This is an optimization exercise on Yosys and OpenROAD, whose aim is small area and a short achievable clock period, not a production implementation. Only simulation tests tie the RTL to the original design; equivalence was not proved. Power is estimated from default activity; no workload was simulated.

$ cat flow/design.v
`timescale 1ns/1ps
module fp16_pipe #(
    parameter int W  = 1,
    parameter bit EN = 1'b1
) (
    input  logic         clk,
    input  logic [W-1:0] d,
    output logic [W-1:0] q
);
    if (EN) begin : g_reg
        always_ff @(posedge clk) q <= d;
    end else begin : g_wire
        assign q = d;
    end
endmodule
module fp16_vpipe #(
    parameter bit EN = 1'b1
) (
    input  logic clk,
    input  logic rst,
    input  logic d,
    output logic q
);
    if (EN) begin : g_reg
        always_ff @(posedge clk)
            if (rst) q <= 1'b0;
            else     q <= d;
    end else begin : g_wire
        assign q = d & ~rst;
    end
endmodule
module fp16_unpack (
    input  logic [15:0] w_i,
    output logic [10:0] sig_o,
    output logic [4:0]  exp_o
);
    logic n;
    always_comb begin
        n     = w_i[14:10] != 5'd0;
        sig_o = {n, w_i[9:0]};
        exp_o = n ? w_i[14:10] : {4'd0, w_i[9:0] != 10'd0};
    end
endmodule
`timescale 1ns/1ps
module fp16_mul_a (
    input  logic [10:0] a_i,
    input  logic [10:0] b_i,
    output logic [57:0] cs_o
);
    logic pp0_0;
    assign pp0_0 = a_i[0] & b_i[0];
    logic pp0_1;
    assign pp0_1 = a_i[0] & b_i[1];
    logic pp0_2;
    assign pp0_2 = a_i[0] & b_i[2];
    logic pp0_3;
    assign pp0_3 = a_i[0] & b_i[3];
    logic pp0_4;
    assign pp0_4 = a_i[0] & b_i[4];
    logic pp0_5;
    assign pp0_5 = a_i[0] & b_i[5];
    logic pp0_6;
    assign pp0_6 = a_i[0] & b_i[6];
    logic pp0_7;
    assign pp0_7 = a_i[0] & b_i[7];
    logic pp0_8;
    assign pp0_8 = a_i[0] & b_i[8];
    logic pp0_9;
    assign pp0_9 = a_i[0] & b_i[9];
    logic pp0_10;
    assign pp0_10 = a_i[0] & b_i[10];
    logic pp1_0;
    assign pp1_0 = a_i[1] & b_i[0];
    logic pp1_1;
    assign pp1_1 = a_i[1] & b_i[1];
    logic pp1_2;
    assign pp1_2 = a_i[1] & b_i[2];
    logic pp1_3;
    assign pp1_3 = a_i[1] & b_i[3];
    logic pp1_4;
    assign pp1_4 = a_i[1] & b_i[4];
    logic pp1_5;
    assign pp1_5 = a_i[1] & b_i[5];
    logic pp1_6;
    assign pp1_6 = a_i[1] & b_i[6];
    logic pp1_7;
    assign pp1_7 = a_i[1] & b_i[7];
    logic pp1_8;
    assign pp1_8 = a_i[1] & b_i[8];
    logic pp1_9;
    assign pp1_9 = a_i[1] & b_i[9];
    logic pp1_10;
    assign pp1_10 = a_i[1] & b_i[10];
    logic pp2_0;
    assign pp2_0 = a_i[2] & b_i[0];
    logic pp2_1;
    assign pp2_1 = a_i[2] & b_i[1];
    logic pp2_2;
    assign pp2_2 = a_i[2] & b_i[2];
    logic pp2_3;
    assign pp2_3 = a_i[2] & b_i[3];
    logic pp2_4;
    assign pp2_4 = a_i[2] & b_i[4];
    logic pp2_5;
    assign pp2_5 = a_i[2] & b_i[5];
    logic pp2_6;
    assign pp2_6 = a_i[2] & b_i[6];
    logic pp2_7;
    assign pp2_7 = a_i[2] & b_i[7];
    logic pp2_8;
    assign pp2_8 = a_i[2] & b_i[8];
    logic pp2_9;
    assign pp2_9 = a_i[2] & b_i[9];
    logic pp2_10;
    assign pp2_10 = a_i[2] & b_i[10];
    logic pp3_0;
    assign pp3_0 = a_i[3] & b_i[0];
    logic pp3_1;
    assign pp3_1 = a_i[3] & b_i[1];
    logic pp3_2;
    assign pp3_2 = a_i[3] & b_i[2];
    logic pp3_3;
    assign pp3_3 = a_i[3] & b_i[3];
    logic pp3_4;
    assign pp3_4 = a_i[3] & b_i[4];
    logic pp3_5;
    assign pp3_5 = a_i[3] & b_i[5];
    logic pp3_6;
    assign pp3_6 = a_i[3] & b_i[6];
    logic pp3_7;
    assign pp3_7 = a_i[3] & b_i[7];
    logic pp3_8;
    assign pp3_8 = a_i[3] & b_i[8];
    logic pp3_9;
    assign pp3_9 = a_i[3] & b_i[9];
    logic pp3_10;
    assign pp3_10 = a_i[3] & b_i[10];
    logic pp4_0;
    assign pp4_0 = a_i[4] & b_i[0];
    logic pp4_1;
    assign pp4_1 = a_i[4] & b_i[1];
    logic pp4_2;
    assign pp4_2 = a_i[4] & b_i[2];
    logic pp4_3;
    assign pp4_3 = a_i[4] & b_i[3];
    logic pp4_4;
    assign pp4_4 = a_i[4] & b_i[4];
    logic pp4_5;
    assign pp4_5 = a_i[4] & b_i[5];
    logic pp4_6;
    assign pp4_6 = a_i[4] & b_i[6];
    logic pp4_7;
    assign pp4_7 = a_i[4] & b_i[7];
    logic pp4_8;
    assign pp4_8 = a_i[4] & b_i[8];
    logic pp4_9;
    assign pp4_9 = a_i[4] & b_i[9];
    logic pp4_10;
    assign pp4_10 = a_i[4] & b_i[10];
    logic pp5_0;
    assign pp5_0 = a_i[5] & b_i[0];
    logic pp5_1;
    assign pp5_1 = a_i[5] & b_i[1];
    logic pp5_2;
    assign pp5_2 = a_i[5] & b_i[2];
    logic pp5_3;
    assign pp5_3 = a_i[5] & b_i[3];
    logic pp5_4;
    assign pp5_4 = a_i[5] & b_i[4];
    logic pp5_5;
    assign pp5_5 = a_i[5] & b_i[5];
    logic pp5_6;
    assign pp5_6 = a_i[5] & b_i[6];
    logic pp5_7;
    assign pp5_7 = a_i[5] & b_i[7];
    logic pp5_8;
    assign pp5_8 = a_i[5] & b_i[8];
    logic pp5_9;
    assign pp5_9 = a_i[5] & b_i[9];
    logic pp5_10;
    assign pp5_10 = a_i[5] & b_i[10];
    logic pp6_0;
    assign pp6_0 = a_i[6] & b_i[0];
    logic pp6_1;
    assign pp6_1 = a_i[6] & b_i[1];
    logic pp6_2;
    assign pp6_2 = a_i[6] & b_i[2];
    logic pp6_3;
    assign pp6_3 = a_i[6] & b_i[3];
    logic pp6_4;
    assign pp6_4 = a_i[6] & b_i[4];
    logic pp6_5;
    assign pp6_5 = a_i[6] & b_i[5];
    logic pp6_6;
    assign pp6_6 = a_i[6] & b_i[6];
    logic pp6_7;
    assign pp6_7 = a_i[6] & b_i[7];
    logic pp6_8;
    assign pp6_8 = a_i[6] & b_i[8];
    logic pp6_9;
    assign pp6_9 = a_i[6] & b_i[9];
    logic pp6_10;
    assign pp6_10 = a_i[6] & b_i[10];
    logic pp7_0;
    assign pp7_0 = a_i[7] & b_i[0];
    logic pp7_1;
    assign pp7_1 = a_i[7] & b_i[1];
    logic pp7_2;
    assign pp7_2 = a_i[7] & b_i[2];
    logic pp7_3;
    assign pp7_3 = a_i[7] & b_i[3];
    logic pp7_4;
    assign pp7_4 = a_i[7] & b_i[4];
    logic pp7_5;
    assign pp7_5 = a_i[7] & b_i[5];
    logic pp7_6;
    assign pp7_6 = a_i[7] & b_i[6];
    logic pp7_7;
    assign pp7_7 = a_i[7] & b_i[7];
    logic pp7_8;
    assign pp7_8 = a_i[7] & b_i[8];
    logic pp7_9;
    assign pp7_9 = a_i[7] & b_i[9];
    logic pp7_10;
    assign pp7_10 = a_i[7] & b_i[10];
    logic pp8_0;
    assign pp8_0 = a_i[8] & b_i[0];
    logic pp8_1;
    assign pp8_1 = a_i[8] & b_i[1];
    logic pp8_2;
    assign pp8_2 = a_i[8] & b_i[2];
    logic pp8_3;
    assign pp8_3 = a_i[8] & b_i[3];
    logic pp8_4;
    assign pp8_4 = a_i[8] & b_i[4];
    logic pp8_5;
    assign pp8_5 = a_i[8] & b_i[5];
    logic pp8_6;
    assign pp8_6 = a_i[8] & b_i[6];
    logic pp8_7;
    assign pp8_7 = a_i[8] & b_i[7];
    logic pp8_8;
    assign pp8_8 = a_i[8] & b_i[8];
    logic pp8_9;
    assign pp8_9 = a_i[8] & b_i[9];
    logic pp8_10;
    assign pp8_10 = a_i[8] & b_i[10];
    logic pp9_0;
    assign pp9_0 = a_i[9] & b_i[0];
    logic pp9_1;
    assign pp9_1 = a_i[9] & b_i[1];
    logic pp9_2;
    assign pp9_2 = a_i[9] & b_i[2];
    logic pp9_3;
    assign pp9_3 = a_i[9] & b_i[3];
    logic pp9_4;
    assign pp9_4 = a_i[9] & b_i[4];
    logic pp9_5;
    assign pp9_5 = a_i[9] & b_i[5];
    logic pp9_6;
    assign pp9_6 = a_i[9] & b_i[6];
    logic pp9_7;
    assign pp9_7 = a_i[9] & b_i[7];
    logic pp9_8;
    assign pp9_8 = a_i[9] & b_i[8];
    logic pp9_9;
    assign pp9_9 = a_i[9] & b_i[9];
    logic pp9_10;
    assign pp9_10 = a_i[9] & b_i[10];
    logic pp10_0;
    assign pp10_0 = a_i[10] & b_i[0];
    logic pp10_1;
    assign pp10_1 = a_i[10] & b_i[1];
    logic pp10_2;
    assign pp10_2 = a_i[10] & b_i[2];
    logic pp10_3;
    assign pp10_3 = a_i[10] & b_i[3];
    logic pp10_4;
    assign pp10_4 = a_i[10] & b_i[4];
    logic pp10_5;
    assign pp10_5 = a_i[10] & b_i[5];
    logic pp10_6;
    assign pp10_6 = a_i[10] & b_i[6];
    logic pp10_7;
    assign pp10_7 = a_i[10] & b_i[7];
    logic pp10_8;
    assign pp10_8 = a_i[10] & b_i[8];
    logic pp10_9;
    assign pp10_9 = a_i[10] & b_i[9];
    logic pp10_10;
    assign pp10_10 = a_i[10] & b_i[10];
    logic w1;
    logic w2;
    logic w3;
    logic w4;
    logic w5;
    logic w6;
    logic w7;
    logic w8;
    logic w9;
    logic w10;
    logic w11;
    logic w12;
    assign w1 = pp0_9 ^ pp1_8;
    assign w2 = pp0_9 & pp1_8;
    assign w3 = pp1_9 ^ pp2_8 ^ pp3_7;
    assign w4 = (pp1_9 & pp2_8) | (pp1_9 & pp3_7) | (pp2_8 & pp3_7);
    assign w5 = pp4_6 ^ pp5_5;
    assign w6 = pp4_6 & pp5_5;
    assign w7 = pp2_9 ^ pp3_8 ^ pp4_7;
    assign w8 = (pp2_9 & pp3_8) | (pp2_9 & pp4_7) | (pp3_8 & pp4_7);
    assign w9 = pp5_6 ^ pp6_5;
    assign w10 = pp5_6 & pp6_5;
    assign w11 = pp3_9 ^ pp4_8 ^ pp5_7;
    assign w12 = (pp3_9 & pp4_8) | (pp3_9 & pp5_7) | (pp4_8 & pp5_7);
    logic w13;
    logic w14;
    logic w15;
    logic w16;
    logic w17;
    logic w18;
    logic w19;
    logic w20;
    logic w21;
    logic w22;
    logic w23;
    logic w24;
    logic w25;
    logic w26;
    logic w27;
    logic w28;
    logic w29;
    logic w30;
    logic w31;
    logic w32;
    logic w33;
    logic w34;
    logic w35;
    logic w36;
    logic w37;
    logic w38;
    logic w39;
    logic w40;
    logic w41;
    logic w42;
    logic w43;
    logic w44;
    logic w45;
    logic w46;
    logic w47;
    logic w48;
    logic w49;
    logic w50;
    logic w51;
    logic w52;
    logic w53;
    logic w54;
    logic w55;
    logic w56;
    logic w57;
    logic w58;
    logic w59;
    logic w60;
    assign w13 = pp0_6 ^ pp1_5;
    assign w14 = pp0_6 & pp1_5;
    assign w15 = pp0_7 ^ pp1_6 ^ pp2_5;
    assign w16 = (pp0_7 & pp1_6) | (pp0_7 & pp2_5) | (pp1_6 & pp2_5);
    assign w17 = pp3_4 ^ pp4_3;
    assign w18 = pp3_4 & pp4_3;
    assign w19 = pp0_8 ^ pp1_7 ^ pp2_6;
    assign w20 = (pp0_8 & pp1_7) | (pp0_8 & pp2_6) | (pp1_7 & pp2_6);
    assign w21 = pp3_5 ^ pp4_4 ^ pp5_3;
    assign w22 = (pp3_5 & pp4_4) | (pp3_5 & pp5_3) | (pp4_4 & pp5_3);
    assign w23 = pp6_2 ^ pp7_1;
    assign w24 = pp6_2 & pp7_1;
    assign w25 = pp2_7 ^ pp3_6 ^ pp4_5;
    assign w26 = (pp2_7 & pp3_6) | (pp2_7 & pp4_5) | (pp3_6 & pp4_5);
    assign w27 = pp5_4 ^ pp6_3 ^ pp7_2;
    assign w28 = (pp5_4 & pp6_3) | (pp5_4 & pp7_2) | (pp6_3 & pp7_2);
    assign w29 = pp8_1 ^ pp9_0 ^ w1;
    assign w30 = (pp8_1 & pp9_0) | (pp8_1 & w1) | (pp9_0 & w1);
    assign w31 = pp6_4 ^ pp7_3 ^ pp8_2;
    assign w32 = (pp6_4 & pp7_3) | (pp6_4 & pp8_2) | (pp7_3 & pp8_2);
    assign w33 = pp9_1 ^ pp0_10 ^ pp10_0;
    assign w34 = (pp9_1 & pp0_10) | (pp9_1 & pp10_0) | (pp0_10 & pp10_0);
    assign w35 = w3 ^ w5 ^ w2;
    assign w36 = (w3 & w5) | (w3 & w2) | (w5 & w2);
    assign w37 = pp7_4 ^ pp8_3 ^ pp9_2;
    assign w38 = (pp7_4 & pp8_3) | (pp7_4 & pp9_2) | (pp8_3 & pp9_2);
    assign w39 = pp1_10 ^ pp10_1 ^ w7;
    assign w40 = (pp1_10 & pp10_1) | (pp1_10 & w7) | (pp10_1 & w7);
    assign w41 = w9 ^ w4 ^ w6;
    assign w42 = (w9 & w4) | (w9 & w6) | (w4 & w6);
    assign w43 = pp6_6 ^ pp7_5 ^ pp8_4;
    assign w44 = (pp6_6 & pp7_5) | (pp6_6 & pp8_4) | (pp7_5 & pp8_4);
    assign w45 = pp9_3 ^ pp2_10 ^ pp10_2;
    assign w46 = (pp9_3 & pp2_10) | (pp9_3 & pp10_2) | (pp2_10 & pp10_2);
    assign w47 = w11 ^ w8 ^ w10;
    assign w48 = (w11 & w8) | (w11 & w10) | (w8 & w10);
    assign w49 = pp4_9 ^ pp5_8 ^ pp6_7;
    assign w50 = (pp4_9 & pp5_8) | (pp4_9 & pp6_7) | (pp5_8 & pp6_7);
    assign w51 = pp7_6 ^ pp8_5 ^ pp9_4;
    assign w52 = (pp7_6 & pp8_5) | (pp7_6 & pp9_4) | (pp8_5 & pp9_4);
    assign w53 = pp3_10 ^ pp10_3 ^ w12;
    assign w54 = (pp3_10 & pp10_3) | (pp3_10 & w12) | (pp10_3 & w12);
    assign w55 = pp5_9 ^ pp6_8 ^ pp7_7;
    assign w56 = (pp5_9 & pp6_8) | (pp5_9 & pp7_7) | (pp6_8 & pp7_7);
    assign w57 = pp8_6 ^ pp9_5 ^ pp4_10;
    assign w58 = (pp8_6 & pp9_5) | (pp8_6 & pp4_10) | (pp9_5 & pp4_10);
    assign w59 = pp6_9 ^ pp7_8 ^ pp8_7;
    assign w60 = (pp6_9 & pp7_8) | (pp6_9 & pp8_7) | (pp7_8 & pp8_7);
    logic w61;
    logic w62;
    logic w63;
    logic w64;
    logic w65;
    logic w66;
    logic w67;
    logic w68;
    logic w69;
    logic w70;
    logic w71;
    logic w72;
    logic w73;
    logic w74;
    logic w75;
    logic w76;
    logic w77;
    logic w78;
    logic w79;
    logic w80;
    logic w81;
    logic w82;
    logic w83;
    logic w84;
    logic w85;
    logic w86;
    logic w87;
    logic w88;
    logic w89;
    logic w90;
    logic w91;
    logic w92;
    logic w93;
    logic w94;
    logic w95;
    logic w96;
    logic w97;
    logic w98;
    logic w99;
    logic w100;
    logic w101;
    logic w102;
    logic w103;
    logic w104;
    logic w105;
    logic w106;
    logic w107;
    logic w108;
    logic w109;
    logic w110;
    logic w111;
    logic w112;
    assign w61 = pp0_4 ^ pp1_3;
    assign w62 = pp0_4 & pp1_3;
    assign w63 = pp0_5 ^ pp1_4 ^ pp2_3;
    assign w64 = (pp0_5 & pp1_4) | (pp0_5 & pp2_3) | (pp1_4 & pp2_3);
    assign w65 = pp3_2 ^ pp4_1;
    assign w66 = pp3_2 & pp4_1;
    assign w67 = pp2_4 ^ pp3_3 ^ pp4_2;
    assign w68 = (pp2_4 & pp3_3) | (pp2_4 & pp4_2) | (pp3_3 & pp4_2);
    assign w69 = pp5_1 ^ pp6_0 ^ w13;
    assign w70 = (pp5_1 & pp6_0) | (pp5_1 & w13) | (pp6_0 & w13);
    assign w71 = pp5_2 ^ pp6_1 ^ pp7_0;
    assign w72 = (pp5_2 & pp6_1) | (pp5_2 & pp7_0) | (pp6_1 & pp7_0);
    assign w73 = w15 ^ w17 ^ w14;
    assign w74 = (w15 & w17) | (w15 & w14) | (w17 & w14);
    assign w75 = pp8_0 ^ w19 ^ w21;
    assign w76 = (pp8_0 & w19) | (pp8_0 & w21) | (w19 & w21);
    assign w77 = w23 ^ w16 ^ w18;
    assign w78 = (w23 & w16) | (w23 & w18) | (w16 & w18);
    assign w79 = w25 ^ w27 ^ w29;
    assign w80 = (w25 & w27) | (w25 & w29) | (w27 & w29);
    assign w81 = w20 ^ w22 ^ w24;
    assign w82 = (w20 & w22) | (w20 & w24) | (w22 & w24);
    assign w83 = w31 ^ w33 ^ w35;
    assign w84 = (w31 & w33) | (w31 & w35) | (w33 & w35);
    assign w85 = w26 ^ w28 ^ w30;
    assign w86 = (w26 & w28) | (w26 & w30) | (w28 & w30);
    assign w87 = w37 ^ w39 ^ w41;
    assign w88 = (w37 & w39) | (w37 & w41) | (w39 & w41);
    assign w89 = w32 ^ w34 ^ w36;
    assign w90 = (w32 & w34) | (w32 & w36) | (w34 & w36);
    assign w91 = w43 ^ w45 ^ w47;
    assign w92 = (w43 & w45) | (w43 & w47) | (w45 & w47);
    assign w93 = w38 ^ w40 ^ w42;
    assign w94 = (w38 & w40) | (w38 & w42) | (w40 & w42);
    assign w95 = w49 ^ w51 ^ w53;
    assign w96 = (w49 & w51) | (w49 & w53) | (w51 & w53);
    assign w97 = w44 ^ w46 ^ w48;
    assign w98 = (w44 & w46) | (w44 & w48) | (w46 & w48);
    assign w99 = pp10_4 ^ w55 ^ w57;
    assign w100 = (pp10_4 & w55) | (pp10_4 & w57) | (w55 & w57);
    assign w101 = w50 ^ w52 ^ w54;
    assign w102 = (w50 & w52) | (w50 & w54) | (w52 & w54);
    assign w103 = pp9_6 ^ pp5_10 ^ pp10_5;
    assign w104 = (pp9_6 & pp5_10) | (pp9_6 & pp10_5) | (pp5_10 & pp10_5);
    assign w105 = w59 ^ w56 ^ w58;
    assign w106 = (w59 & w56) | (w59 & w58) | (w56 & w58);
    assign w107 = pp7_9 ^ pp8_8 ^ pp9_7;
    assign w108 = (pp7_9 & pp8_8) | (pp7_9 & pp9_7) | (pp8_8 & pp9_7);
    assign w109 = pp6_10 ^ pp10_6 ^ w60;
    assign w110 = (pp6_10 & pp10_6) | (pp6_10 & w60) | (pp10_6 & w60);
    assign w111 = pp8_9 ^ pp9_8 ^ pp7_10;
    assign w112 = (pp8_9 & pp9_8) | (pp8_9 & pp7_10) | (pp9_8 & pp7_10);
    logic w113;
    logic w114;
    logic w115;
    logic w116;
    logic w117;
    logic w118;
    logic w119;
    logic w120;
    logic w121;
    logic w122;
    logic w123;
    logic w124;
    logic w125;
    logic w126;
    logic w127;
    logic w128;
    logic w129;
    logic w130;
    logic w131;
    logic w132;
    logic w133;
    logic w134;
    logic w135;
    logic w136;
    logic w137;
    logic w138;
    logic w139;
    logic w140;
    logic w141;
    logic w142;
    logic w143;
    logic w144;
    assign w113 = pp0_3 ^ pp1_2;
    assign w114 = pp0_3 & pp1_2;
    assign w115 = pp2_2 ^ pp3_1 ^ pp4_0;
    assign w116 = (pp2_2 & pp3_1) | (pp2_2 & pp4_0) | (pp3_1 & pp4_0);
    assign w117 = pp5_0 ^ w63 ^ w65;
    assign w118 = (pp5_0 & w63) | (pp5_0 & w65) | (w63 & w65);
    assign w119 = w67 ^ w69 ^ w64;
    assign w120 = (w67 & w69) | (w67 & w64) | (w69 & w64);
    assign w121 = w71 ^ w73 ^ w68;
    assign w122 = (w71 & w73) | (w71 & w68) | (w73 & w68);
    assign w123 = w75 ^ w77 ^ w72;
    assign w124 = (w75 & w77) | (w75 & w72) | (w77 & w72);
    assign w125 = w79 ^ w81 ^ w76;
    assign w126 = (w79 & w81) | (w79 & w76) | (w81 & w76);
    assign w127 = w83 ^ w85 ^ w80;
    assign w128 = (w83 & w85) | (w83 & w80) | (w85 & w80);
    assign w129 = w87 ^ w89 ^ w84;
    assign w130 = (w87 & w89) | (w87 & w84) | (w89 & w84);
    assign w131 = w91 ^ w93 ^ w88;
    assign w132 = (w91 & w93) | (w91 & w88) | (w93 & w88);
    assign w133 = w95 ^ w97 ^ w92;
    assign w134 = (w95 & w97) | (w95 & w92) | (w97 & w92);
    assign w135 = w99 ^ w101 ^ w96;
    assign w136 = (w99 & w101) | (w99 & w96) | (w101 & w96);
    assign w137 = w103 ^ w105 ^ w100;
    assign w138 = (w103 & w105) | (w103 & w100) | (w105 & w100);
    assign w139 = w107 ^ w109 ^ w104;
    assign w140 = (w107 & w109) | (w107 & w104) | (w109 & w104);
    assign w141 = pp10_7 ^ w111 ^ w108;
    assign w142 = (pp10_7 & w111) | (pp10_7 & w108) | (w111 & w108);
    assign w143 = pp9_9 ^ pp8_10 ^ pp10_8;
    assign w144 = (pp9_9 & pp8_10) | (pp9_9 & pp10_8) | (pp8_10 & pp10_8);
    assign cs_o = {pp10_10, w144, pp10_9, pp9_10, w143, w142, w112, w141, w140, w110, w139, w138, w106, w137, w136, w102, w135, w134, w98, w133, w132, w94, w131, w130, w90, w129, w128, w86, w127, w126, w82, w125, w124, w78, w123, w122, w74, w121, w120, w70, w119, w118, w66, w117, w116, w62, w115, w114, w61, w113, pp3_0, pp2_1, pp2_0, pp1_1, pp0_2, pp1_0, pp0_1, pp0_0};
endmodule
module fp16_mul_b (
    input  logic [57:0] cs_i,
    output logic [21:0] row0_o,
    output logic [21:0] row1_o
);
    logic pp0_0;
    assign pp0_0 = cs_i[0];
    logic pp0_1;
    assign pp0_1 = cs_i[1];
    logic pp1_0;
    assign pp1_0 = cs_i[2];
    logic pp0_2;
    assign pp0_2 = cs_i[3];
    logic pp1_1;
    assign pp1_1 = cs_i[4];
    logic pp2_0;
    assign pp2_0 = cs_i[5];
    logic pp2_1;
    assign pp2_1 = cs_i[6];
    logic pp3_0;
    assign pp3_0 = cs_i[7];
    logic w113;
    assign w113 = cs_i[8];
    logic w61;
    assign w61 = cs_i[9];
    logic w114;
    assign w114 = cs_i[10];
    logic w115;
    assign w115 = cs_i[11];
    logic w62;
    assign w62 = cs_i[12];
    logic w116;
    assign w116 = cs_i[13];
    logic w117;
    assign w117 = cs_i[14];
    logic w66;
    assign w66 = cs_i[15];
    logic w118;
    assign w118 = cs_i[16];
    logic w119;
    assign w119 = cs_i[17];
    logic w70;
    assign w70 = cs_i[18];
    logic w120;
    assign w120 = cs_i[19];
    logic w121;
    assign w121 = cs_i[20];
    logic w74;
    assign w74 = cs_i[21];
    logic w122;
    assign w122 = cs_i[22];
    logic w123;
    assign w123 = cs_i[23];
    logic w78;
    assign w78 = cs_i[24];
    logic w124;
    assign w124 = cs_i[25];
    logic w125;
    assign w125 = cs_i[26];
    logic w82;
    assign w82 = cs_i[27];
    logic w126;
    assign w126 = cs_i[28];
    logic w127;
    assign w127 = cs_i[29];
    logic w86;
    assign w86 = cs_i[30];
    logic w128;
    assign w128 = cs_i[31];
    logic w129;
    assign w129 = cs_i[32];
    logic w90;
    assign w90 = cs_i[33];
    logic w130;
    assign w130 = cs_i[34];
    logic w131;
    assign w131 = cs_i[35];
    logic w94;
    assign w94 = cs_i[36];
    logic w132;
    assign w132 = cs_i[37];
    logic w133;
    assign w133 = cs_i[38];
    logic w98;
    assign w98 = cs_i[39];
    logic w134;
    assign w134 = cs_i[40];
    logic w135;
    assign w135 = cs_i[41];
    logic w102;
    assign w102 = cs_i[42];
    logic w136;
    assign w136 = cs_i[43];
    logic w137;
    assign w137 = cs_i[44];
    logic w106;
    assign w106 = cs_i[45];
    logic w138;
    assign w138 = cs_i[46];
    logic w139;
    assign w139 = cs_i[47];
    logic w110;
    assign w110 = cs_i[48];
    logic w140;
    assign w140 = cs_i[49];
    logic w141;
    assign w141 = cs_i[50];
    logic w112;
    assign w112 = cs_i[51];
    logic w142;
    assign w142 = cs_i[52];
    logic w143;
    assign w143 = cs_i[53];
    logic pp9_10;
    assign pp9_10 = cs_i[54];
    logic pp10_9;
    assign pp10_9 = cs_i[55];
    logic w144;
    assign w144 = cs_i[56];
    logic pp10_10;
    assign pp10_10 = cs_i[57];
    logic w145;
    logic w146;
    logic w147;
    logic w148;
    logic w149;
    logic w150;
    logic w151;
    logic w152;
    logic w153;
    logic w154;
    logic w155;
    logic w156;
    logic w157;
    logic w158;
    logic w159;
    logic w160;
    logic w161;
    logic w162;
    logic w163;
    logic w164;
    logic w165;
    logic w166;
    logic w167;
    logic w168;
    logic w169;
    logic w170;
    logic w171;
    logic w172;
    logic w173;
    logic w174;
    logic w175;
    logic w176;
    logic w177;
    logic w178;
    logic w179;
    logic w180;
    assign w145 = pp0_2 ^ pp1_1;
    assign w146 = pp0_2 & pp1_1;
    assign w147 = pp2_1 ^ pp3_0 ^ w113;
    assign w148 = (pp2_1 & pp3_0) | (pp2_1 & w113) | (pp3_0 & w113);
    assign w149 = w61 ^ w115 ^ w114;
    assign w150 = (w61 & w115) | (w61 & w114) | (w115 & w114);
    assign w151 = w62 ^ w117 ^ w116;
    assign w152 = (w62 & w117) | (w62 & w116) | (w117 & w116);
    assign w153 = w66 ^ w119 ^ w118;
    assign w154 = (w66 & w119) | (w66 & w118) | (w119 & w118);
    assign w155 = w70 ^ w121 ^ w120;
    assign w156 = (w70 & w121) | (w70 & w120) | (w121 & w120);
    assign w157 = w74 ^ w123 ^ w122;
    assign w158 = (w74 & w123) | (w74 & w122) | (w123 & w122);
    assign w159 = w78 ^ w125 ^ w124;
    assign w160 = (w78 & w125) | (w78 & w124) | (w125 & w124);
    assign w161 = w82 ^ w127 ^ w126;
    assign w162 = (w82 & w127) | (w82 & w126) | (w127 & w126);
    assign w163 = w86 ^ w129 ^ w128;
    assign w164 = (w86 & w129) | (w86 & w128) | (w129 & w128);
    assign w165 = w90 ^ w131 ^ w130;
    assign w166 = (w90 & w131) | (w90 & w130) | (w131 & w130);
    assign w167 = w94 ^ w133 ^ w132;
    assign w168 = (w94 & w133) | (w94 & w132) | (w133 & w132);
    assign w169 = w98 ^ w135 ^ w134;
    assign w170 = (w98 & w135) | (w98 & w134) | (w135 & w134);
    assign w171 = w102 ^ w137 ^ w136;
    assign w172 = (w102 & w137) | (w102 & w136) | (w137 & w136);
    assign w173 = w106 ^ w139 ^ w138;
    assign w174 = (w106 & w139) | (w106 & w138) | (w139 & w138);
    assign w175 = w110 ^ w141 ^ w140;
    assign w176 = (w110 & w141) | (w110 & w140) | (w141 & w140);
    assign w177 = w112 ^ w143 ^ w142;
    assign w178 = (w112 & w143) | (w112 & w142) | (w143 & w142);
    assign w179 = pp9_10 ^ pp10_9 ^ w144;
    assign w180 = (pp9_10 & pp10_9) | (pp9_10 & w144) | (pp10_9 & w144);
    assign row0_o = {1'b0, pp10_10, w179, w177, w175, w173, w171, w169, w167, w165, w163, w161, w159, w157, w155, w153, w151, w149, w147, pp2_0, pp0_1, pp0_0};
    assign row1_o = {1'b0, w180, w178, w176, w174, w172, w170, w168, w166, w164, w162, w160, w158, w156, w154, w152, w150, w148, w146, w145, pp1_0, 1'b0};
endmodule
module fp16_mul_cpa (
    input  logic [21:0] row0_i,
    input  logic [21:0] row1_i,
    output logic [21:0] prod_o
);
    assign prod_o = row0_i + row1_i;
endmodule
`timescale 1ns/1ps
module fp16_expo1 (
    input  logic [4:0]  k_exp_i,
    input  logic [4:0]  x_exp_i,
    input  logic [15:0] b_i,
    output logic [10:0] b_sig_o,
    output logic [4:0]  b_exp_o,
    output logic [5:0]  es_o         
);
    logic b_n;
    always_comb begin
        b_n     = b_i[14:10] != 5'd0;
        b_exp_o = b_n ? b_i[14:10] : 5'd1;
        b_sig_o = {b_n, b_i[9:0]};
        es_o    = {1'b0, k_exp_i} + {1'b0, x_exp_i};
    end
endmodule
module fp16_expo2 (
    input  logic [4:0] b_exp_i,
    input  logic [5:0] es_i,
    input  logic       p_sign_i,
    input  logic       b_sign_i,
    output logic       p_wins_o,
    output logic [4:0] shift_o,      
    output logic       drop_o,       
    output logic       edge_o,       
    output logic [5:0] exp_o,        
    output logic       sign_o,
    output logic       sub_o
);
    logic [5:0] t, pe;
    logic [6:0] d, nd;      
    always_comb begin
        t        = {1'b0, b_exp_i} + 6'd15;
        d        = {1'b0, es_i} - {1'b0, t};
        nd       = {1'b0, t} - {1'b0, es_i};
        pe       = es_i - 6'd15;           
        p_wins_o = nd[6];
        if (p_wins_o) begin
            shift_o = d[4:0];
            drop_o  = d[5:0] > 6'd21;
            edge_o  = d[5:0] == 6'd21;    
            exp_o   = pe;
            sign_o  = p_sign_i;
        end else begin
            shift_o = nd[4:0];
            drop_o  = nd[5:0] > 6'd22;
            edge_o  = nd[5:0] == 6'd22;   
            exp_o   = {1'b0, b_exp_i};
            sign_o  = b_sign_i;
        end
        sub_o = p_sign_i ^ b_sign_i;
    end
endmodule
module fp16_align (
    input  logic [21:0] prod_i,
    input  logic [10:0] b_sig_i,
    input  logic        p_wins_i,
    input  logic [4:0]  shift_i,
    input  logic        drop_i,
    input  logic        edge_i,
    input  logic        sub_i,
    output logic [21:0] hi_o,
    output logic [32:0] lo_o
);
    logic        p_top, drop;
    logic [21:0] p, bb, lo_in;
    logic [32:0] lo;
    always_comb begin
        p_top = prod_i[21];
        p     = {prod_i[21:1], prod_i[0] & ~p_top};
        bb    = {1'b0, b_sig_i, 10'd0};
        drop  = drop_i | (edge_i & (p_top ~^ p_wins_i));
        hi_o  = p_wins_i ? p : bb;
        lo_in = p_wins_i ? bb : p;
        lo    = drop ? 33'd0 : {lo_in, 11'd0} >> shift_i;
        lo_o  = sub_i ? ~lo : lo;
    end
endmodule
module fp16_cadd #(
    parameter int W = 34
) (
    input  logic [W-1:0] a_i,
    input  logic [W-1:0] b_i,
    output logic [W:0]   s0_o,      
    output logic [W:0]   s1_o       
);
    localparam int L = $clog2(W);
    logic [W-1:0] g [L+1];
    logic [W-1:0] p [L+1];
    logic [W-1:0] hp;
    assign g[0]  = a_i & b_i;
    assign p[0]  = a_i | b_i;
    assign hp    = a_i ^ b_i;
    for (genvar l = 0; l < L; l++) begin : g_lvl
        for (genvar i = 0; i < W; i++) begin : g_bit
            if ((i >> l) & 1) begin : g_op
                localparam int J = ((i >> l) << l) - 1;
                assign g[l+1][i] = g[l][i] | (p[l][i] & g[l][J]);
                assign p[l+1][i] = p[l][i] & p[l][J];
            end else begin : g_pass
                assign g[l+1][i] = g[l][i];
                assign p[l+1][i] = p[l][i];
            end
        end
    end
    logic [W:0] c0, c1;
    assign c0 = {g[L], 1'b0};
    assign c1 = {g[L] | p[L], 1'b1};
    assign s0_o = {c0[W], hp ^ c0[W-1:0]};
    assign s1_o = {c1[W], hp ^ c1[W-1:0]};
endmodule
module fp16_add (
    input  logic [21:0] hi_i,
    input  logic [32:0] lo_i,
    input  logic        sub_i,
    output logic [33:0] mag_o,
    output logic        neg_o
);
    logic [34:0] t0, t1;
    fp16_cadd #(34) cadd_i (
        .a_i({1'b0, hi_i, 11'd0}), .b_i({sub_i, lo_i}), .s0_o(t0), .s1_o(t1)
    );
    always_comb begin
        neg_o = sub_i & ~t0[34];
        if (!sub_i)
            mag_o = t0[33:0];
        else if (t0[34])
            mag_o = t1[33:0];
        else
            mag_o = ~t0[33:0];
    end
endmodule
`timescale 1ns/1ps
module fp16_lzc (
    input  logic [33:0] v_i,
    output logic [5:0]  n_o
);
    logic [63:0] z [7];
    logic [5:0]  c [7][64];
    always_comb begin
        for (int i = 0; i < 64; i++) begin
            z[0][i] = (i < 34) ? ~v_i[33 - i] : 1'b1;
            c[0][i] = '0;
        end
        for (int l = 1; l <= 6; l++) begin
            for (int i = 0; i < 64; i++) begin
                z[l][i] = 1'b0;
                c[l][i] = '0;
            end
            for (int i = 0; i < (64 >> l); i++) begin
                z[l][i] = z[l-1][2*i] & z[l-1][2*i+1];
                if (z[l-1][2*i])
                    c[l][i] = c[l-1][2*i+1] | 6'(1 << (l - 1));
                else
                    c[l][i] = c[l-1][2*i];
            end
        end
        n_o = c[6][0];
    end
endmodule
module fp16_mark (
    input  logic [5:0] exp_i,
    output logic [3:0] hi_o,
    output logic [7:0] lo_o
);
    logic [5:0] j;
    always_comb begin
        j    = 6'd32 - exp_i;
        hi_o = (exp_i <= 6'd32) ? 4'(4'd1 << j[4:3]) : 4'd0;
        lo_o = 8'(8'd1 << j[2:0]);
    end
endmodule
module fp16_normalize (
    input  logic [33:0] mag_i,
    input  logic [3:0]  mark_hi_i,
    input  logic [7:0]  mark_lo_i,
    output logic [14:0] top_o,      
    output logic [5:0]  shift_o     
);
    logic [33:0] m, n;
    fp16_lzc lzc_i (.v_i(m), .n_o(shift_o));
    always_comb begin
        for (int i = 0; i < 34; i++)
            m[i] = mag_i[i] | (i < 32 && mark_hi_i[i / 8] && mark_lo_i[i % 8]);
        n     = mag_i << {shift_o[5:2], 2'b00};
        top_o = n[33:19];
    end
endmodule
module fp16_fine (
    input  logic [14:0] top_i,
    input  logic [1:0]  shift_i,
    output logic [10:0] sig_o,
    output logic        rnd_o
);
    logic [14:0] n;
    always_comb begin
        n     = top_i << shift_i;
        sig_o = n[14:4];
        rnd_o = n[3];
    end
endmodule
module fp16_round (
    input  logic        sign_i,
    input  logic [10:0] sig_i,
    input  logic        rnd_i,
    input  logic [5:0]  e2_i,
    input  logic [5:0]  shift_i,
    output logic [15:0] result_o
);
    logic        inc;
    logic [5:0]  e0, e1, e;
    logic [9:0]  frac;
    logic        sat, zero;
    always_comb begin
        inc  = rnd_i & (&sig_i[9:0]);           
        e0   = e2_i - shift_i;
        e1   = e2_i - shift_i + 6'd1;
        e    = sig_i[10] ? (inc ? e1 : e0) : {5'd0, inc};
        frac = sig_i[9:0] + 10'(rnd_i);
        sat  = e > 6'd30;
        zero = ~sig_i[10] & (sig_i[9:0] == 10'd0) & ~rnd_i;
        if (sat)
            result_o = {sign_i, 15'h7BFF};
        else if (zero)
            result_o = 16'd0;
        else
            result_o = {sign_i, e[4:0], frac};
    end
endmodule
`timescale 1ns/1ps
module fp16_mac (
    input  logic                        clk,
    input  logic                        rst,
    input  logic                        in_valid_i,
    input  logic [2-1:0]           tag_i,
    input  logic [16-1:0]          k_i,
    input  logic [16-1:0]          x_i,
    input  logic [16-1:0]          b_i,
    output logic                        out_valid_o,
    output logic [2-1:0]           tag_o,
    output logic [16-1:0]          result_o
);
    localparam int CSW = 58;       
    logic [10:0] u_k_sig, u_x_sig;
    logic [4:0]  u_k_exp, u_x_exp;
    logic [CSW-1:0] m_cs, c1_cs;
    logic [10:0] e_b_sig, c1_b_sig;
    logic [4:0]  e_b_exp, c1_b_exp;
    logic [5:0]  e_es, c1_es;
    logic        c1_p_sign, c1_b_sign;
    logic [1:0]  c1_tag;
    logic        c1_valid;
    fp16_unpack unpack_k (.w_i(k_i), .sig_o(u_k_sig), .exp_o(u_k_exp));
    fp16_unpack unpack_x (.w_i(x_i), .sig_o(u_x_sig), .exp_o(u_x_exp));
    fp16_mul_a mul_a_i (.a_i(u_k_sig), .b_i(u_x_sig), .cs_o(m_cs));
    fp16_expo1 expo1_i (
        .k_exp_i(u_k_exp), .x_exp_i(u_x_exp), .b_i(b_i),
        .b_sig_o(e_b_sig), .b_exp_o(e_b_exp), .es_o(e_es)
    );
    fp16_vpipe #(1'b1) c1_v (.clk, .rst, .d(in_valid_i), .q(c1_valid));
    fp16_pipe #(CSW + 26, 1'b1) c1 (.clk,
        .d({m_cs, e_b_sig, e_b_exp, e_es, k_i[15] ^ x_i[15], b_i[15], tag_i}),
        .q({c1_cs, c1_b_sig, c1_b_exp, c1_es, c1_p_sign, c1_b_sign, c1_tag}));
    logic [21:0] m_row0, m_row1, m_prod, c2_prod;
    logic        x_p_wins, x_drop, x_edge, x_sign, x_sub;
    logic [4:0]  x_shift;
    logic [5:0]  x_exp;
    logic [10:0] c2_b_sig;
    logic        c2_p_wins, c2_drop, c2_edge, c2_sign, c2_sub;
    logic [4:0]  c2_shift;
    logic [5:0]  c2_exp;
    logic [1:0]  c2_tag;
    logic        c2_valid;
    fp16_mul_b mul_b_i (.cs_i(c1_cs), .row0_o(m_row0), .row1_o(m_row1));
    fp16_mul_cpa mul_cpa_i (.row0_i(m_row0), .row1_i(m_row1), .prod_o(m_prod));
    fp16_expo2 expo2_i (
        .b_exp_i(c1_b_exp), .es_i(c1_es), .p_sign_i(c1_p_sign), .b_sign_i(c1_b_sign),
        .p_wins_o(x_p_wins), .shift_o(x_shift), .drop_o(x_drop), .edge_o(x_edge),
        .exp_o(x_exp), .sign_o(x_sign), .sub_o(x_sub)
    );
    fp16_vpipe #(1'b1) c2_v (.clk, .rst, .d(c1_valid), .q(c2_valid));
    fp16_pipe #(51, 1'b1) c2 (.clk,
        .d({m_prod, c1_b_sig, x_p_wins, x_shift, x_drop, x_edge, x_exp, x_sign, x_sub, c1_tag}),
        .q({c2_prod, c2_b_sig, c2_p_wins, c2_shift, c2_drop, c2_edge, c2_exp, c2_sign, c2_sub, c2_tag}));
    logic [21:0] a_hi, c3_hi;
    logic [32:0] a_lo, c3_lo;
    logic [5:0]  c3_exp;
    logic        c3_sign, c3_sub;
    logic [1:0]  c3_tag;
    logic        c3_valid;
    fp16_align align_i (
        .prod_i(c2_prod), .b_sig_i(c2_b_sig), .p_wins_i(c2_p_wins), .shift_i(c2_shift),
        .drop_i(c2_drop), .edge_i(c2_edge), .sub_i(c2_sub), .hi_o(a_hi), .lo_o(a_lo)
    );
    fp16_vpipe #(1'b1) c3_v (.clk, .rst, .d(c2_valid), .q(c3_valid));
    fp16_pipe #(65, 1'b1) c3 (.clk,
        .d({a_hi, a_lo, c2_exp, c2_sign, c2_sub, c2_tag}),
        .q({c3_hi, c3_lo, c3_exp, c3_sign, c3_sub, c3_tag}));
    logic [33:0] d_mag, c4_mag;
    logic        d_neg;
    logic [5:0]  c4_e2;
    logic [3:0]  k_mark_hi, c4_mark_hi;
    logic [7:0]  k_mark_lo, c4_mark_lo;
    logic        c4_sign;
    logic [1:0]  c4_tag;
    logic        c4_valid;
    fp16_add add_i (.hi_i(c3_hi), .lo_i(c3_lo), .sub_i(c3_sub), .mag_o(d_mag), .neg_o(d_neg));
    fp16_vpipe #(1'b1) c4_v (.clk, .rst, .d(c3_valid), .q(c4_valid));
    fp16_mark mark_i (.exp_i(c3_exp), .hi_o(k_mark_hi), .lo_o(k_mark_lo));
    fp16_pipe #(55, 1'b1) c4 (.clk,
        .d({d_mag, c3_exp + 6'd2, k_mark_hi, k_mark_lo, c3_sign ^ d_neg, c3_tag}),
        .q({c4_mag, c4_e2, c4_mark_hi, c4_mark_lo, c4_sign, c4_tag}));
    logic [14:0] n_top, c5_top;
    logic        c5_sign;
    logic [5:0]  n_shift, c5_shift, c5_e2;
    logic [1:0]  c5_tag;
    logic        c5_valid;
    fp16_normalize normalize_i (.mag_i(c4_mag), .mark_hi_i(c4_mark_hi), .mark_lo_i(c4_mark_lo), .top_o(n_top), .shift_o(n_shift));
    fp16_vpipe #(1'b1) c5_v (.clk, .rst, .d(c4_valid), .q(c5_valid));
    fp16_pipe #(30, 1'b1) c5 (.clk,
        .d({n_top, n_shift, c4_e2, c4_sign, c4_tag}),
        .q({c5_top, c5_shift, c5_e2, c5_sign, c5_tag}));
    logic [15:0] r_result;
    logic [10:0] f_sig;
    logic        f_rnd;
    fp16_fine fine_i (.top_i(c5_top), .shift_i(c5_shift[1:0]), .sig_o(f_sig), .rnd_o(f_rnd));
    fp16_round round_i (.sign_i(c5_sign), .sig_i(f_sig), .rnd_i(f_rnd), .e2_i(c5_e2), .shift_i(c5_shift), .result_o(r_result));
    always_ff @(posedge clk) begin
        if (rst) begin
            out_valid_o <= 1'b0;
            tag_o       <= '0;
            result_o    <= '0;
        end else begin
            out_valid_o <= c5_valid;
            if (c5_valid) begin
                tag_o    <= c5_tag;
                result_o <= r_result;
            end
        end
    end
endmodule
$ cat flow/run.sh
#!/bin/bash
# synth_recipe.tcl (not shown) runs the flow's synth.tcl, then flattens the netlist and writes it again
# the make line also repeats each setting of config.mk as NAME=value (left out here)
make -C /OpenROAD-flow-scripts/flow DESIGN_CONFIG=/design/flow/config.mk WORK_HOME=/design/flow/orfs CLKGATE_MAP_FILE= SYNTH_SCRIPT=/design/flow/synth_recipe.tcl finish
$ cat flow/config.mk
export PLATFORM = sky130hd
export DESIGN_NAME = fp16_mac
export DESIGN_NICKNAME = fp16_mac
export VERILOG_FILES = /design/flow/design.v
export SDC_FILE = /design/flow/constraint.sdc
export NUM_CORES = 4
export LEC_CHECK = 0
export CAP_MARGIN = 20
export CORE_MARGIN = 2
export CORE_UTILIZATION = 45
export CTS_CLUSTER_DIAMETER = 70
export CTS_CLUSTER_SIZE = 40
export SETUP_SLACK_MARGIN = 2.8
export SLEW_MARGIN = 20
$ cat flow/constraint.sdc
create_clock -name core_clock -period 6.0 [get_ports {clk}]
set_input_delay 1.2000 -clock core_clock [delete_from_list [all_inputs] [get_ports {clk}]]
set_output_delay 1.2000 -clock core_clock [all_outputs]
set_load 0.01 [all_outputs]
==> results of run 1 <==
[synth_stat cells, types with 5 or more instances]
| library cell | count | area share |
|---|---|---|
| a2111oi_0 | 6 | 0.0029 |
| a211oi_1 | 26 | 0.011 |
| a21o_1 | 25 | 0.011 |
| a21oi_1 | 79 | 0.022 |
| a221o_1 | 7 | 0.0039 |
| a221oi_1 | 8 | 0.0039 |
| a31oi_1 | 16 | 0.0056 |
| and2_1 | 90 | 0.032 |
| and3_1 | 11 | 0.0039 |
| clkbuf_1 | 81 | 0.017 |
| dfxtp_1 | 309 | 0.35 |
| fa_1 | 88 | 0.099 |
| ha_1 | 107 | 0.075 |
| inv_1 | 174 | 0.037 |
| mux2_2 | 26 | 0.016 |
| mux2i_1 | 56 | 0.031 |
| mux4_2 | 15 | 0.019 |
| nand2_1 | 175 | 0.037 |
| nand2b_1 | 13 | 0.0046 |
| nand3_1 | 40 | 0.011 |
| nand4_1 | 12 | 0.0042 |
| nor2_1 | 137 | 0.029 |
| nor2b_1 | 20 | 0.0070 |
| nor3_1 | 38 | 0.011 |
| nor4_1 | 15 | 0.0053 |
| o211ai_1 | 7 | 0.0029 |
| o21a_1 | 10 | 0.0042 |
| o21ai_0 | 102 | 0.029 |
| o21bai_1 | 10 | 0.0042 |
| o22a_1 | 6 | 0.0029 |
| o22ai_1 | 9 | 0.0032 |
| o31ai_1 | 6 | 0.0025 |
| or2_2 | 8 | 0.0028 |
| or3_1 | 8 | 0.0028 |
| or4_1 | 5 | 0.0021 |
| xnor2_1 | 61 | 0.030 |
| xor2_1 | 59 | 0.029 |
[cell usage in the layout, fill, tap and decap left out, types with 23 or more instances in the layout]
cell type and count:
dfxtp_1 303, inv_1 174, nand2_1 170, nor2_1 133
ha_1 103, o21ai_0 99, and2_1 84, fa_1 83
a21oi_1 79, xnor2_1 61, xor2_1 59, mux2i_1 55
clkdlybuf4s50_1 41, nand3_1 40, nor3_1 35, a211oi_1 26
mux2_2 26, a21o_1 23, clkbuf_16 23
[final timing paths]
kind                            endpoint  slack (ps)  depth (start not counted)
worst min-delay path            c2.q[27]         310                          0
worst min register to register  c2.q[27]         310                          0
worst max-delay path            c1.q[58]        2840                          8
worst max register to register  c2.q[47]        2930                         10
[final cells by class]
cell class / count / area [sq um]
repair buffers: 88 / 815
fillers: 3673 / 18900
inverters: 177 / 667
flip-flops and latches: 309 / 6200
clock buffers: 25 / 593
well taps: 518 / 648
clock inverters: 15 / 240
multi-input cells: 1368 / 10800
[through the flow]
| step | util | setup WS (ps) | instances | total power (W) | instance area, sq um |
|---|---|---|---|---|---|
| after floorplan | - | 2440 | 1945 | 0.00724 | 18000 |
| after global placement | 0.487 | 1780 | 2450 | 0.00867 | 18900 |
| after detailed placement | 0.487 | 1740 | 2452 | 0.00873 | 19000 |
| after CTS | 0.510 | 2790 | 2496 | 0.0105 | 19900 |
| after global routing | 0.514 | 2770 | 2500 | 0.0114 | 20000 |
| final | 0.514 | 2840 | 2500 | 0.0106 | 20000 |
[power groups by stage]
stage	sequential, W	clock, W	combinational, W
5_1_grt	0.00362	0.00181	0.00598
4_1_cts	0.00353	0.00174	0.00523
2_1_floorplan	0.00313	0	0.00411
3_5_place_dp	0.00358	0	0.00516
3_3_place_gp	0.00358	0	0.00509
6_report	0.00354	0.00169	0.00535
[per-layer routing]
layer	GRT usage	wire length [um]
met1	0.260	18500
met2	0.408	23200
met3	0.0195	1440
met4	0.0779	1540
met5	0	0
[sequential cells by signal (all words and copies together), names as in the netlist]
name / flops
c1.q: 84
c3.q: 65
c4.q: 55
c2.q: 51
c5.q: 30
result_o: 16
tag_o: 2
c1_v.q: 1
c2_v.q: 1
c3_v.q: 1
c4_v.q: 1
c5_v.q: 1
out_valid_o: 1
[logic make-up after synthesis]
kind of cell / Yosys count
xor+xnor: 120
buf+inv: 268
compound gates: 365
fa+ha+maj: 195
flops: 309
mux: 98
simple gates: 590
[repair_timing]
item,in CTS,in global routing
pin swaps,8,16
resized for setup,83,40
buffers inserted,4,4
setup endpoints to repair,47,56
[critical path, cell delays in order]
cell	delay (ps)
buf_2	170
and2_4	160
fa_1	520
inv_1	50
fa_1	470
inv_1	50
fa_1	530
fa_1	410
==> impl_metrics.prom, run 1 <==
# TYPE chip_impl_metric gauge
chip_impl_metric{name="total_switching_power",unit="W"} 0.00465
chip_impl_metric{name="synthesis.instances",unit=""} 1945
chip_impl_metric{name="number_of_hold_violations_in_the_final_report",unit=""} 0
chip_impl_metric{name="timing.critical_path.required",unit="ps"} 6420
chip_impl_metric{name="maximum_number_of_pins_on_one_net_before_global_route_repair",unit=""} 46
chip_impl_metric{name="p_int",unit="W"} 0.00593
chip_impl_metric{name="post_cts_hold_buffer_count",unit=""} 0
chip_impl_metric{name="drive_gt1_frac",unit=""} 0.0903
chip_impl_metric{name="synth-adder-area-share",unit=""} 0.174
chip_impl_metric{name="synth.lib_cells_used.distinct",unit=""} 79
chip_impl_metric{name="synth_area_per_cell",unit="sq um"} 9.18
chip_impl_metric{name="num_antenna_cells",unit=""} 0
chip_impl_info{name="run_status",value="finished clean"} 1
chip_impl_metric{name="finalHoldWorstSlack",unit="ps"} 315
chip_impl_metric{name="asyncSetResetFlopFracSynth",unit=""} 0
chip_impl_metric{name="power.share.sequential",unit=""} 0.334
chip_impl_metric{name="critPathArrivalTime",unit="ps"} 3570
chip_impl_metric{name="grt_pass1_wl",unit="um"} 72400
chip_impl_metric{name="drt_first_pass_iters",unit=""} 5
chip_impl_metric{name="clock_power_share",unit=""} 0.159
chip_impl_metric{name="initial_utilization",unit=""} 0.459
chip_impl_metric{name="fin_crit_sh",unit=""} 0.526
chip_impl_info{name="tritoncts",value="yes"} 1
chip_impl_metric{name="power.density_cell_area",unit="mW/mm^2"} 529
chip_impl_info{name="worst_hold_startpoint",value="c1.q[24]"} 1
chip_impl_metric{name="maxCapViolations",unit=""} 0
chip_impl_metric{name="gp_congestion",unit=""} 0.923
chip_impl_info{name="grt_setup_unrepaired",value="no"} 1
chip_impl_metric{name="fin_setup_tns",unit="ps"} 0
chip_impl_metric{name="syn-num-nets",unit=""} 2193
chip_impl_info{name="crit_path_start",value="x_i[8]"} 1
chip_impl_info{name="synth_top_family_by_area",value="adder cells"} 1
chip_impl_metric{name="synth.area.mux_share",unit=""} 0.0675
chip_impl_metric{name="worst_slew_margin",unit=""} 0.358
chip_impl_metric{name="ir_drop",unit="V"} 0.000212
chip_impl_metric{name="clock_sinks",unit=""} 309
chip_impl_metric{name="timing.final.setup_violations",unit=""} 0
chip_impl_metric{name="synth-edff-count",unit=""} 0
chip_impl_metric{name="all_layer_gr_usage",unit=""} 0.218
chip_impl_info{name="timing.critical_path.to_type",value="register"} 1
chip_impl_metric{name="leakagePower",unit="nW"} 8.72
chip_impl_metric{name="worstMarginPinSlew",unit="ps"} 963
chip_impl_info{name="cp-start-kind",value="primary input"} 1
chip_impl_metric{name="cts.clk_slew.worst_paths",unit="ps"} 110
chip_impl_metric{name="synth_xor_area_frac",unit=""} 0.0589
chip_impl_metric{name="comb_power_share",unit=""} 0.506
chip_impl_metric{name="die-width",unit="um"} 203
chip_impl_metric{name="finalWorstPathRequiredPeriod",unit="ps"} 3160
chip_impl_metric{name="design.final.nets",unit=""} 2214
chip_impl_metric{name="syn2layout_area_growth",unit="%"} 12.0
chip_impl_metric{name="vias_per_cell",unit=""} 5.36
chip_impl_metric{name="area_fraction_in_compound_gates_after_synthesis",unit=""} 0.135
chip_impl_info{name="critical_path_class",value="primary input to register"} 1
chip_impl_info{name="timing.rr.start",value="c1.q[35]"} 1
chip_impl_metric{name="area_fraction_in_and_or_nand_and_nor_cells_after_synthesis",unit=""} 0.161
chip_impl_metric{name="clock_tree.htree_level_count",unit=""} 1
chip_impl_metric{name="drt_drc_violations_left",unit=""} 0
chip_impl_metric{name="core-area",unit="sq mm"} 0.0389
chip_impl_metric{name="ys_warn_count",unit=""} 24
chip_impl_metric{name="buffers_added_on_ports",unit=""} 71
chip_impl_metric{name="core.rowCount",unit=""} 72
chip_impl_metric{name="ys_seq_area_frac",unit=""} 0.346
chip_impl_metric{name="detailroute.via_count",unit=""} 13395
chip_impl_metric{name="fmax",unit="MHz"} 317
chip_impl_metric{name="switching_share",unit=""} 0.440
chip_impl_metric{name="io-pin-count",unit=""} 72
chip_impl_metric{name="die_h",unit="um"} 203
chip_impl_metric{name="insertion_delay",unit="ps"} 560
chip_impl_metric{name="grt_overflow_total",unit=""} 0
chip_impl_metric{name="ctsLongestPathBuffers",unit=""} 3
chip_impl_metric{name="ys_ff_latch",unit=""} 309
chip_impl_metric{name="hpwl_detailed",unit="um"} 35300
chip_impl_metric{name="wl",unit="um"} 44600
chip_impl_metric{name="avgRoutedWirePerCell",unit="um"} 17.8
chip_impl_metric{name="die_area",unit="sq mm"} 0.0413
chip_impl_metric{name="drt_iter0_drc",unit=""} 781
chip_impl_info{name="ys_dominant_reg_cell",value="dfxtp_1"} 1
chip_impl_metric{name="grt_antenna_before_repair",unit=""} 0
chip_impl_metric{name="synthesis.area",unit="sq mm"} 0.0179
chip_impl_metric{name="ant_nets",unit=""} 0
chip_impl_metric{name="report.final.slew_viol_count",unit=""} 0
chip_impl_metric{name="path_max_fanout",unit=""} 12
chip_impl_metric{name="numCtsBuffers",unit=""} 22
chip_impl_metric{name="first_global_vias",unit=""} 13648
chip_impl_info{name="hp-class",value="register to register"} 1
chip_impl_info{name="ctsRootBufferMaster",value="clkbuf_16"} 1
chip_impl_metric{name="fin_skew",unit="ps"} 44.2
==> inputs of run 2 (changes only) <==
--- a/flow/config.mk
+++ b/flow/config.mk
@@ -7,8 +7,8 @@
 export LEC_CHECK = 0
 export CAP_MARGIN = 20
 export CORE_MARGIN = 2
-export CORE_UTILIZATION = 45
+export CORE_UTILIZATION = 40
 export CTS_CLUSTER_DIAMETER = 70
-export CTS_CLUSTER_SIZE = 40
+export CTS_CLUSTER_SIZE = 50
 export SETUP_SLACK_MARGIN = 2.8
 export SLEW_MARGIN = 20
==> impl_metrics.prom, run 2 <==
# TYPE chip_impl_metric gauge
chip_impl_metric{name="die_area",unit="sq mm"} 0.0463
chip_impl_metric{name="maxCapViolations",unit=""} 0
chip_impl_metric{name="critPathArrivalTime",unit="ps"} 3640
chip_impl_metric{name="grt_overflow_total",unit=""} 0
chip_impl_metric{name="wl",unit="um"} 44600
chip_impl_metric{name="finalHoldWorstSlack",unit="ps"} 331
chip_impl_metric{name="ys_seq_area_frac",unit=""} 0.346
chip_impl_metric{name="ctsLongestPathBuffers",unit=""} 3
chip_impl_metric{name="synth_area_per_cell",unit="sq um"} 9.18
chip_impl_metric{name="ir_drop",unit="V"} 0.000267
chip_impl_metric{name="met3RoutedLength",unit="um"} 1820
chip_impl_info{name="run_status",value="finished clean"} 1
chip_impl_info{name="synth_common_cells",value="309 x dfxtp_1, 175 x nand2_1, 174 x inv_1, 137 x nor2_1, 107 x ha_1"} 1
chip_impl_info{name="top_layer_used",value="met4"} 1
chip_impl_metric{name="numCtsBuffers",unit=""} 23
chip_impl_metric{name="fin_setup_tns",unit="ps"} 0
chip_impl_metric{name="die_h",unit="um"} 215
chip_impl_metric{name="fmax",unit="MHz"} 320
chip_impl_metric{name="synth.lib_cells_used.distinct",unit=""} 79
chip_impl_info{name="leading_area_contributor_after_synthesis",value="dfxtp_1"} 1
chip_impl_metric{name="number_of_hold_violations_in_the_final_report",unit=""} 0
chip_impl_metric{name="place_area",unit="sq mm"} 0.0190
chip_impl_metric{name="design.final.nets",unit=""} 2216
chip_impl_metric{name="largest_reg_flops",unit=""} 84
chip_impl_metric{name="ys_ff_latch",unit=""} 309
chip_impl_metric{name="syn-num-nets",unit=""} 2193
chip_impl_metric{name="num_antenna_cells",unit=""} 0
chip_impl_info{name="largest-register",value="c1.q"} 1
chip_impl_metric{name="leakagePower",unit="nW"} 8.71
chip_impl_metric{name="maximum_number_of_pins_on_one_net_before_global_route_repair",unit=""} 46
chip_impl_metric{name="finalWorstSetupSlack",unit="ps"} 2870
chip_impl_metric{name="vias_per_cell",unit=""} 5.21
chip_impl_metric{name="drive_gt1_frac",unit=""} 0.0957
chip_impl_metric{name="hpwl_detailed",unit="um"} 34900
chip_impl_metric{name="die-width",unit="um"} 215
chip_impl_info{name="cp-start-kind",value="primary input"} 1
chip_impl_metric{name="grt_antenna_before_repair",unit=""} 0
chip_impl_metric{name="synth-edff-count",unit=""} 0
chip_impl_metric{name="gp_congestion",unit=""} 0.966
chip_impl_info{name="largestRegisters",value="c1.q x84, c3.q x65, c4.q x55"} 1
chip_impl_metric{name="multi_input_area",unit="sq mm"} 0.0109
chip_impl_metric{name="drt_iter0_drc",unit=""} 969
chip_impl_metric{name="clock_sinks",unit=""} 309
chip_impl_metric{name="first_global_vias",unit=""} 13663
chip_impl_metric{name="report.final.slew_viol_count",unit=""} 0
chip_impl_info{name="ctsRootBufferMaster",value="clkbuf_16"} 1
chip_impl_metric{name="fin_crit_sh",unit=""} 0.521
chip_impl_metric{name="final.fill_count",unit=""} 4324
chip_impl_metric{name="wl_met2",unit="um"} 22300
chip_impl_metric{name="synthesis.instances",unit=""} 1945
chip_impl_metric{name="fin_skew",unit="ps"} 19.7
chip_impl_info{name="layout_commonest_cell",value="dfxtp_1"} 1
chip_impl_info{name="most-common-layout-cells",value="302 x dfxtp_1, 173 x inv_1, 170 x nand2_1"} 1
chip_impl_metric{name="core.rowCount",unit=""} 77
chip_impl_metric{name="finalWorstPathRequiredPeriod",unit="ps"} 3130
chip_impl_metric{name="cts.clk_slew.worst_paths",unit="ps"} 90
chip_impl_metric{name="buffers_added_on_ports",unit=""} 71
chip_impl_metric{name="drt_first_pass_iters",unit=""} 7
chip_impl_info{name="ys_dominant_reg_cell",value="dfxtp_1"} 1
chip_impl_metric{name="ant_nets",unit=""} 0
chip_impl_info{name="critical_path_class",value="primary input to register"} 1
chip_impl_metric{name="placement_setup_slack",unit="ps"} 1670
chip_impl_metric{name="worstMarginPinSlew",unit="ps"} 951
chip_impl_info{name="hp-class",value="register to register"} 1
chip_impl_metric{name="regArea",unit="sq mm"} 0.00620
chip_impl_metric{name="all_layer_gr_usage",unit=""} 0.193
chip_impl_metric{name="post-route-cell-area",unit="sq mm"} 0.0201
chip_impl_info{name="yosys.cell_count.top_type",value="dfxtp_1"} 1
chip_impl_metric{name="io-pin-count",unit=""} 72
chip_impl_metric{name="timing.critical_path.required",unit="ps"} 6520
chip_impl_info{name="ys_top_cells_by_area",value="dfxtp_1 35%, fa_1 9.9%, ha_1 7.5%"} 1
chip_impl_metric{name="detailroute.via_count",unit=""} 13426
chip_impl_metric{name="core-area",unit="sq mm"} 0.0441
chip_impl_metric{name="power.density_cell_area",unit="mW/mm^2"} 531
chip_impl_info{name="grt_setup_unrepaired",value="no"} 1
chip_impl_metric{name="initial_utilization",unit=""} 0.405
chip_impl_metric{name="syn2layout_area_growth",unit="%"} 12.7
chip_impl_metric{name="synthesis.area",unit="sq mm"} 0.0179
chip_impl_metric{name="stdcell_count",unit=""} 2577
chip_impl_info{name="tritoncts",value="yes"} 1
chip_impl_metric{name="synth.top_cell.area_share",unit=""} 0.346
chip_impl_metric{name="timing.final.setup_violations",unit=""} 0
chip_impl_metric{name="grt_pass1_wl",unit="um"} 72300
chip_impl_metric{name="path_max_fanout",unit=""} 5
chip_impl_metric{name="wl_met1",unit="um"} 18300
chip_impl_metric{name="asyncSetResetFlopFracSynth",unit=""} 0
chip_impl_metric{name="avgRoutedWirePerCell",unit="um"} 17.3
chip_impl_info{name="timing.critical_path.to_type",value="register"} 1
chip_impl_metric{name="ys_warn_count",unit=""} 24
chip_impl_metric{name="drt_drc_violations_left",unit=""} 0
chip_impl_metric{name="clock_tree.htree_level_count",unit=""} 1
chip_impl_metric{name="cell_count_after_placement",unit=""} 2524
chip_impl_metric{name="worst_slew_margin",unit=""} 0.366
chip_impl_metric{name="insertion_delay",unit="ps"} 580
-- run 2: path summary, 6_finish.rpt --
kind | slack, ps | cells past startpoint | from | to
min | 330 | 0 | c4.q[16] | c5.q[4]
min reg2reg | 330 | 0 | c4.q[16] | c5.q[4]
max reg2reg | 2920 | 10 | c1.q[37] | c2.q[47]
max | 2870 | 8 | k_i[12] | c1.q[64]
-- run 2: area by class of cell --
| cell class | instances | share of cell area |
|---|---|---|
| Clock buffer | 23 | 0.0286 |
| Timing Repair Buffer | 89 | 0.0402 |
| Tap cell | 592 | 0.0368 |
| Sequential cell | 309 | 0.308 |
| Clock inverter | 19 | 0.0136 |
| Multi-Input combinational cell | 1368 | 0.539 |
| Inverter | 177 | 0.0333 |
-- run 2: cells by family (layout without fill, tap and decap cells) --
logic type | after synthesis | in the layout | share of synthesized area
buf+inv | 268 | 308 | 0.0577
xor+xnor | 120 | 120 | 0.0589
mux | 98 | 98 | 0.0675
fa+ha+maj | 195 | 195 | 0.174
simple gates | 590 | 590 | 0.161
compound gates | 365 | 365 | 0.135
flops | 309 | 309 | 0.346
-- run 2: repair_timing --
action                                 CTS  global route
setup buffers                            6             5
hold buffers                             0             0
endpoints found under the hold margin    0             0
pin swaps                               10            10
gates resized for setup                 76            45
setup endpoints to repair               59            61
-- run 2: layer usage --
layer	GRT usage	up-vias
met1	0.228	6348
met5	0	-
met2	0.349	362
met3	0.0221	91
li1	-	6625
met4	0.0908	0
-- run 2: critical path: stages --
cell             delay, ps
clkdlybuf4s50_1        500
nor2_2                  70
nand2_2                120
nand2_1                 90
fa_1                   520
inv_1                   60
fa_1                   500
fa_2                   570
-- run 2: where the power goes --
group	switching (W)	leakage (nW)	internal (W)	total (W)
Sequential	0.000769	2.59	0.00276	0.00353
Clock	0.000923	0.413	0.000800	0.00172
Combinational	0.00309	5.71	0.00236	0.00544
-- run 2: stage by stage --
stage	utilization	power, W
global route	0.456	0.0116
finish	0.456	0.0107
floorplan	-	0.00724
CTS	0.453	0.0106
global placement	0.431	0.00869
detailed placement	0.431	0.00877

-- static timing again, ports no longer ideal --
Ports are ideal in the flow. The routed layouts listed here were re-timed in OpenROAD.
Step 1 (the two cells are an assumption about what drives the block):
set clk [get_ports {clk}]
set_driving_cell -lib_cell sky130_fd_sc_hd__clkbuf_16 $clk
set_driving_cell -lib_cell sky130_fd_sc_hd__buf_2 [delete_from_list [all_inputs] $clk]
Step 2, shift: input delay + t, output delay - t, t = (earliest + latest rising clock arrival at the registers) / 2. This alone moves slack from input paths to output paths.
a / b / c = no drivers / after step 1 / after step 2; a / b = the first two.
run | t (ns) | setup slack, ns | hold slack, ns | pins driven straight from the clock port
run 1 | 0.593 | 2.843 / 2.877 / 2.284 | 0.315 / 0.315 / 0.315 | 1
run 2 | 0.621 | 2.873 / 2.897 / 2.276 | 0.331 / 0.331 / 0.331 | 1
After both steps every run listed still meets setup and hold. For run 2, which loses most, drivers alone change the setup slack by +0.024 ns; drivers and shift together by -0.597 ns.
